From an optimization exercise on the open Yosys and OpenROAD flow, aimed at small area, a short achievable clock period and few clock cycles per item; shortcuts taken in it are not production practice.
Only simulation tests tie the RTL to the original design; equivalence was not proved.

## rev 12
==> flow/design.v <==
package spq_pkg;
    localparam int ValueW  = 16;
    localparam int WeightW = 24;
    localparam int SlotW   = 1 + ValueW + WeightW;
    localparam logic       CMD_ENQ  = 1'b0;
    localparam logic       CMD_DEQ  = 1'b1;
    localparam logic [1:0] ST_OK    = 2'd0;
    localparam logic [1:0] ST_EMPTY = 2'd1;
    localparam logic [1:0] ST_FULL  = 2'd2;
endpackage
module spq_cell (
    input  logic                        i_clk,
    input  logic                        i_rst_n,
    input  logic                        i_load,        
    input  logic                        i_set,         
    input  logic                        i_write,       
    input  logic                        i_clear,       
    input  logic                        i_inc,         
    input  logic                        i_dec,         
    input  logic [3:0]                  i_rank,        
    input  logic [spq_pkg::SlotW-2:0]   i_new,         
    input  logic [spq_pkg::WeightW-1:0] i_new_wt_n,    
    output logic                        o_valid,
    output logic [3:0]                  o_rank,
    output logic [spq_pkg::SlotW-2:0]   o_data,
    output logic                        o_gt,          
    output logic                        o_ge           
);
    localparam int WtW = spq_pkg::WeightW;
    function automatic logic [1:0] cmp_node(input logic [1:0] hi, input logic [1:0] lo);
        cmp_node = {hi[1] | (hi[0] & lo[1]), hi[0] & lo[0]};
    endfunction
    function automatic logic [1:0] cmp_w(input logic [WtW-1:0] a, input logic [WtW-1:0] nb);
        logic [WtW-1:0]   g0, p0;
        logic [WtW/2-1:0] g1, p1;
        logic [WtW/4-1:0] g2, p2;
        logic [WtW/8-1:0] g3, p3;
        logic [1:0]       r;
        g0 = a & nb;
        p0 = a | nb;
        for (int i = 0; i < WtW/2; i++) {g1[i], p1[i]} = cmp_node({g0[2*i+1], p0[2*i+1]}, {g0[2*i], p0[2*i]});
        for (int i = 0; i < WtW/4; i++) {g2[i], p2[i]} = cmp_node({g1[2*i+1], p1[2*i+1]}, {g1[2*i], p1[2*i]});
        for (int i = 0; i < WtW/8; i++) {g3[i], p3[i]} = cmp_node({g2[2*i+1], p2[2*i+1]}, {g2[2*i], p2[2*i]});
        r = cmp_node({g3[2], p3[2]}, cmp_node({g3[1], p3[1]}, {g3[0], p3[0]}));
        cmp_w = {r[1], r[1] | r[0]};
    endfunction
    assign {o_gt, o_ge} = cmp_w(o_data[WtW-1:0], i_new_wt_n);
    always_ff @(posedge i_clk) begin
        if (!i_rst_n) begin
            o_valid <= 1'b0;
        end else if (i_set) begin
            o_valid <= 1'b1;
        end else if (i_clear) begin
            o_valid <= 1'b0;
        end
    end
    always_ff @(posedge i_clk) begin
        if (i_load) begin
            o_data <= i_new;
        end
    end
    logic [3:0] w_rank;
    assign w_rank = i_write ? i_rank : o_rank;
    always_ff @(posedge i_clk) begin
        if (i_inc) begin
            o_rank <= w_rank + 4'd1;
        end else if (i_dec) begin
            o_rank <= w_rank - 4'd1;
        end else if (i_write) begin
            o_rank <= i_rank;
        end
    end
endmodule
module sorted_priority_queue #(
    parameter int DEPTH = 16
) (
    input  logic        i_clk,
    input  logic        i_rst_n,
    input  logic        s_axis_tvalid,
    output logic        s_axis_tready,
    input  logic [39:0] s_axis_tdata,   
    input  logic [0:0]  s_axis_tuser,   
    output logic        m_axis_tvalid,
    input  logic        m_axis_tready,
    output logic [23:0] m_axis_tdata,   
    output logic [1:0]  m_axis_tuser    
);
    localparam int ValW  = spq_pkg::ValueW;
    localparam int WtW   = spq_pkg::WeightW;
    localparam int SlotW = spq_pkg::SlotW;
    localparam int CntW  = $clog2(DEPTH + 1);
    localparam int RkW   = 4;
    logic [DEPTH-1:0]                w_valid;
    logic [DEPTH-1:0][RkW-1:0]       w_rank;
    logic [DEPTH-1:0][SlotW-2:0]     w_data;      
    logic [DEPTH-1:0]                w_head;      
    logic [DEPTH-1:0]                w_second;    
    logic [DEPTH-1:0]                w_third;     
    logic [DEPTH-1:0]                r_head;      
    logic [DEPTH-1:0]                r_second;    
    logic [DEPTH-1:0]                w_second_nx;
    logic [DEPTH-1:0]                w_first_a;   
    logic [DEPTH-1:0]                w_first_b;   
    logic [DEPTH-1:0]                r_pf;        
    logic [DEPTH-1:0]                w_valid_nx;  
    logic [DEPTH-1:0]                w_head_nx;   
    logic [RkW-1:0]                  w_pos;       
    logic              r_p_ee;                    
    logic              r_p_de;                    
    logic [DEPTH-1:0]  r_p_c;                     
    logic [1:0]        r_p_z;                     
    logic              w_p_h0;                    
    logic [CntW-1:0]   r_count;                   
    logic [CntW-1:0]   w_count_n;
    logic              r_out_valid;
    logic [ValW-1:0]   r_out_value;
    logic [1:0]        r_out_status;
    logic              r_out_empty;
    logic [CntW-1:0]   r_out_count;
    logic [ValW-1:0]   w_head_val;
    logic [DEPTH-1:0]  w_head_old;                
    logic [ValW-1:0]   r_p_val;                   
    logic [1:0]        w_status;
    logic              w_accept;
    logic              w_cmd_deq;
    logic              w_full, w_empty;
    logic [WtW-1:0]    w_wt;
    logic [DEPTH-1:0]  w_gt, w_ge;                
    logic [DEPTH-1:0]  w_c_nx;
    assign w_wt      = s_axis_tdata[39:16];
    assign w_cmd_deq = (s_axis_tuser[0] == spq_pkg::CMD_DEQ);
    for (genvar j = 0; j < DEPTH; j++) begin : g_nx
        assign w_valid_nx[j] = (r_p_ee && r_pf[j]) || (w_valid[j] && !(r_p_de && w_head[j]));
        always_comb begin
            if (r_p_ee)      w_head_nx[j] = w_p_h0 ? r_pf[j] : w_head[j];
            else if (r_p_de) w_head_nx[j] = w_second[j];
            else             w_head_nx[j] = w_head[j];
        end
        assign w_c_nx[j] = w_valid_nx[j] && (w_head_nx[j] ? !w_gt[j] : !w_ge[j]);
    end
    assign s_axis_tready = i_rst_n && (!r_out_valid || m_axis_tready);
    assign w_accept      = s_axis_tvalid && s_axis_tready;
    assign w_full        = (r_count == CntW'(DEPTH));
    assign w_empty       = (r_count == '0);
    always_comb begin
        w_count_n = r_count;
        w_status  = spq_pkg::ST_OK;
        if (!w_cmd_deq) begin
            if (w_full) w_status  = spq_pkg::ST_FULL;
            else        w_count_n = r_count + CntW'(1);
        end else begin
            if (w_empty) w_status  = spq_pkg::ST_EMPTY;
            else         w_count_n = r_count - CntW'(1);
        end
    end
    always_ff @(posedge i_clk) begin
        if (!i_rst_n) begin
            r_p_ee      <= 1'b0;
            r_p_de      <= 1'b0;
            r_count     <= '0;
            r_out_valid <= 1'b0;
        end else begin
            r_p_ee <= w_accept && !w_cmd_deq && !w_full;
            r_p_de <= w_accept &&  w_cmd_deq && !w_empty;
            if (w_accept) begin
                r_count     <= w_count_n;
                r_out_valid <= 1'b1;
            end else if (m_axis_tready) begin
                r_out_valid <= 1'b0;
            end
        end
    end
    always_comb begin
        if (r_p_ee) begin
            if (w_p_h0)                               w_second_nx = w_head;
            else if ((r_p_c & w_second) == '0)        w_second_nx = r_pf;
            else                                      w_second_nx = w_second;
        end else if (r_p_de) begin
            w_second_nx = w_third;
        end else begin
            w_second_nx = w_second;
        end
    end
    always_ff @(posedge i_clk) begin
        if (!i_rst_n) begin
            r_head   <= '0;
            r_second <= '0;
        end else begin
            r_head   <= w_head_nx;
            r_second <= w_second_nx;
        end
    end
    assign w_head   = r_head;
    assign w_second = r_second;
    always_ff @(posedge i_clk) begin
        r_p_c <= w_c_nx;
        r_p_z <= {w_c_nx[15:8] == '0, w_c_nx[7:0] == '0};
    end
    assign w_p_h0 = &r_p_z;
    always_ff @(posedge i_clk) begin
        if (r_p_ee)           r_pf <= w_first_b;
        else if (|w_first_a)  r_pf <= w_first_a;
        else                  r_pf <= w_head;
    end
    assign w_head_old = r_p_de ? w_second : w_head;
    always_comb begin
        w_head_val = '0;
        for (int j = 0; j < DEPTH; j++)
            w_head_val = w_head_val | (w_data[j][SlotW-2:WtW] & {ValW{w_head_old[j]}});
        if (r_p_ee && w_p_h0) w_head_val = r_p_val;
    end
    always_ff @(posedge i_clk) begin
        r_p_val <= s_axis_tdata[15:0];
    end
    always_ff @(posedge i_clk) begin
        if (w_accept) begin
            r_out_value  <= (w_cmd_deq && !w_empty) ? w_head_val : '0;
            r_out_status <= w_status;
            r_out_empty  <= (w_count_n == '0);
            r_out_count  <= w_count_n;
        end
    end
    assign m_axis_tvalid = r_out_valid;
    assign m_axis_tdata  = {2'b00, r_out_count, r_out_empty, r_out_value};
    assign m_axis_tuser  = r_out_status;
    function automatic logic [3:0] count8(input logic [7:0] v);
        logic [7:0] t, o;
        t = v;
        for (int p = 1; p < 8; p = p * 2)
            for (int k = p; k >= 1; k = k / 2)
                for (int j = k % p; j + k < 8; j = j + 2 * k)
                    for (int i = 0; i < k; i++)
                        if (i + j + k < 8 && ((i + j) / (p * 2)) == ((i + j + k) / (p * 2))) begin
                            o = t;
                            o[i+j]   = t[i+j] | t[i+j+k];
                            o[i+j+k] = t[i+j] & t[i+j+k];
                            t = o;
                        end
        count8 = {t[7], t[3] & !t[7], (t[1] & !t[3]) | (t[5] & !t[7]),
                  (t[0] & !t[1]) | (t[2] & !t[3]) | (t[4] & !t[5]) | (t[6] & !t[7])};
    endfunction
    logic [DEPTH-1:0]  r_pd_f;                    
    logic [3:0]        r_pd_lo, r_pd_hi;          
    logic              r_pd_h2;                   
    always_ff @(posedge i_clk) begin
        if (!i_rst_n) begin
            r_pd_f <= '0;
        end else begin
            r_pd_f <= r_p_ee ? r_pf : '0;
        end
    end
    always_ff @(posedge i_clk) begin
        r_pd_lo <= count8(r_p_c[7:0]);
        r_pd_hi <= count8(r_p_c[15:8]);
        r_pd_h2 <= ((r_p_c & w_second) != '0) && ((r_p_c & ~(w_head | w_second)) == '0);
    end
    assign w_pos = r_pd_lo + r_pd_hi;
    for (genvar j = 0; j < DEPTH; j++) begin : g_sel
        assign w_third[j]  = w_valid[j] && (r_pd_f[j] ? r_pd_h2 : (w_rank[j] == RkW'(2)));
        if (j == 0) begin : g_first
            assign w_first_a[j] = !w_valid[j];
            assign w_first_b[j] = !w_valid[j] && !r_pf[j];
        end else begin : g_rest
            assign w_first_a[j] = !w_valid[j] && (&w_valid[j-1:0]);
            assign w_first_b[j] = !w_valid[j] && !r_pf[j] && (&(w_valid[j-1:0] | r_pf[j-1:0]));
        end
    end
    for (genvar j = 0; j < DEPTH; j++) begin : g_cell
        spq_cell u_cell (
            .i_clk   (i_clk),
            .i_rst_n (i_rst_n),
            .i_load  (!w_valid_nx[j]),
            .i_set   (r_p_ee && r_pf[j]),
            .i_write (r_pd_f[j]),
            .i_clear (r_p_de && w_head[j]),
            .i_inc   (r_p_ee && !r_p_c[j]),
            .i_dec   (r_p_de),
            .i_rank  (w_pos),
            .i_new   ({s_axis_tdata[15:0], w_wt}),
            .i_new_wt_n (~w_wt),
            .o_gt    (w_gt[j]),
            .o_ge    (w_ge[j]),
            .o_valid (w_valid[j]),
            .o_rank  (w_rank[j]),
            .o_data  (w_data[j])
        );
    end
endmodule
==> flow/config.mk <==
export PLATFORM = sky130hd
export DESIGN_NAME = sorted_priority_queue
export DESIGN_NICKNAME = sorted_priority_queue
export VERILOG_FILES = /design/flow/design.v
export SDC_FILE = /design/flow/constraint.sdc
export NUM_CORES = 4
export LEC_CHECK = 0
export CAP_MARGIN = 20
export CORE_MARGIN = 2
export CORE_UTILIZATION = 55
export CTS_BUF_LIST = sky130_fd_sc_hd__clkbuf_8
export CTS_CLUSTER_SIZE = 20
export SETUP_SLACK_MARGIN = 1.8
export SLEW_MARGIN = 20
export SYNTH_HIERARCHICAL = 1
==> flow/constraint.sdc <==
create_clock -name core_clock -period 4.4 [get_ports {i_clk}]
set_input_delay 0.8800 -clock core_clock [delete_from_list [all_inputs] [get_ports {i_clk}]]
set_output_delay 0.8800 -clock core_clock [all_outputs]
set_load 0.01 [all_outputs]
run.sh (not shown) runs the stock make flow with config.mk's settings and CLKGATE_MAP_FILE= SYNTH_SCRIPT=/design/flow/synth_recipe.tcl, a recipe that flattens the netlist after the stock synthesis.
Testbench counts of rev 12, summed over its fixed seeds: cycles 16,008, items 16,000.
Modified inputs, rev 13 compared to rev 12
--- a/flow/design.v
+++ b/flow/design.v
@@ -95,10 +95,6 @@
     logic [DEPTH-1:0][SlotW-2:0]     w_data;      
     logic [DEPTH-1:0]                w_head;      
     logic [DEPTH-1:0]                w_second;    
-    logic [DEPTH-1:0]                w_third;     
-    logic [DEPTH-1:0]                r_head;      
-    logic [DEPTH-1:0]                r_second;    
-    logic [DEPTH-1:0]                w_second_nx;
     logic [DEPTH-1:0]                w_first_a;   
     logic [DEPTH-1:0]                w_first_b;   
     logic [DEPTH-1:0]                r_pf;        
@@ -170,28 +166,6 @@
             end
         end
     end
-    always_comb begin
-        if (r_p_ee) begin
-            if (w_p_h0)                               w_second_nx = w_head;
-            else if ((r_p_c & w_second) == '0)        w_second_nx = r_pf;
-            else                                      w_second_nx = w_second;
-        end else if (r_p_de) begin
-            w_second_nx = w_third;
-        end else begin
-            w_second_nx = w_second;
-        end
-    end
-    always_ff @(posedge i_clk) begin
-        if (!i_rst_n) begin
-            r_head   <= '0;
-            r_second <= '0;
-        end else begin
-            r_head   <= w_head_nx;
-            r_second <= w_second_nx;
-        end
-    end
-    assign w_head   = r_head;
-    assign w_second = r_second;
     always_ff @(posedge i_clk) begin
         r_p_c <= w_c_nx;
         r_p_z <= {w_c_nx[15:8] == '0, w_c_nx[7:0] == '0};
@@ -241,7 +215,7 @@
     endfunction
     logic [DEPTH-1:0]  r_pd_f;                    
     logic [3:0]        r_pd_lo, r_pd_hi;          
-    logic              r_pd_h2;                   
+    logic              r_pd_h0, r_pd_h1;          
     always_ff @(posedge i_clk) begin
         if (!i_rst_n) begin
             r_pd_f <= '0;
@@ -252,11 +226,13 @@
     always_ff @(posedge i_clk) begin
         r_pd_lo <= count8(r_p_c[7:0]);
         r_pd_hi <= count8(r_p_c[15:8]);
-        r_pd_h2 <= ((r_p_c & w_second) != '0) && ((r_p_c & ~(w_head | w_second)) == '0);
+        r_pd_h0 <= w_p_h0;
+        r_pd_h1 <= !w_p_h0 && (r_p_c == w_head);
     end
     assign w_pos = r_pd_lo + r_pd_hi;
     for (genvar j = 0; j < DEPTH; j++) begin : g_sel
-        assign w_third[j]  = w_valid[j] && (r_pd_f[j] ? r_pd_h2 : (w_rank[j] == RkW'(2)));
+        assign w_head[j]   = w_valid[j] && (r_pd_f[j] ? r_pd_h0 : (w_rank[j] == RkW'(0)));
+        assign w_second[j] = w_valid[j] && (r_pd_f[j] ? r_pd_h1 : (w_rank[j] == RkW'(1)));
         if (j == 0) begin : g_first
             assign w_first_a[j] = !w_valid[j];
             assign w_first_b[j] = !w_valid[j] && !r_pf[j];
Having completed the whole flow, rev 13 delivered a layout that passed the timing, design-rule and antenna checks. Rev 13: synthesized area is about 2.7% lower than what rev 12 reported. Taking rev 12 as the reference, in rev 13 worst-margin pin slew went down by 0.17 ns, non-clock buffer total of the final layout climbed about 3.5%, maximum frequency increased by about 2% relative to the old numbers, logic depth of the worst setup path including buffers now larger, total track usage down 0.80 points. Looking only at clock period minus worst slack, and setting everything else aside, the lower value of rev 12 and rev 13 goes to rev 13. Rev 13 ends up with a first-pass GRT wire length that is about 6% lower than in rev 12. Route | rev 13 vs rev 12 | wire shorter in rev 13. Setup slack delta (rev 13 − rev 12): favourable. Number of antenna repair diodes down 1 in rev 13 wrt rev 12. The more densely filled core belongs to rev 13, not rev 12.
Testbench counts of rev 13, summed over its fixed seeds: cycles 16,008, items 16,000.

port drivers added, routing unchanged:
Ports are ideal in the flow. The routed layouts listed here were re-timed in OpenROAD.
Step 1 sets driving cells, clkbuf_16 on the clock port and buf_2 on the other inputs (assumed; they add their load-dependent delay and slew).
Step 2 times the ports against the registers' clock, not the clock port: input delays grow and output delays shrink by t, the midpoint of the rising clock arrivals with the driver on.
a / b / c = no drivers / after step 1 / after step 2; a / b = the first two.
| run | shift t [ns] | slack for setup (ns) | worst setup path at the end |
|---|---|---|---|
| rev 12 | 0.863 | 1.736 / 1.757 / 0.918 | input to register |
| rev 13 | 0.846 | 1.790 / 1.751 / 0.981 | input to register |
After both steps every run listed still meets setup and hold. The setup slack of rev 12, which loses most, moves by +0.021 ns with the drivers and by -0.818 ns with both steps.
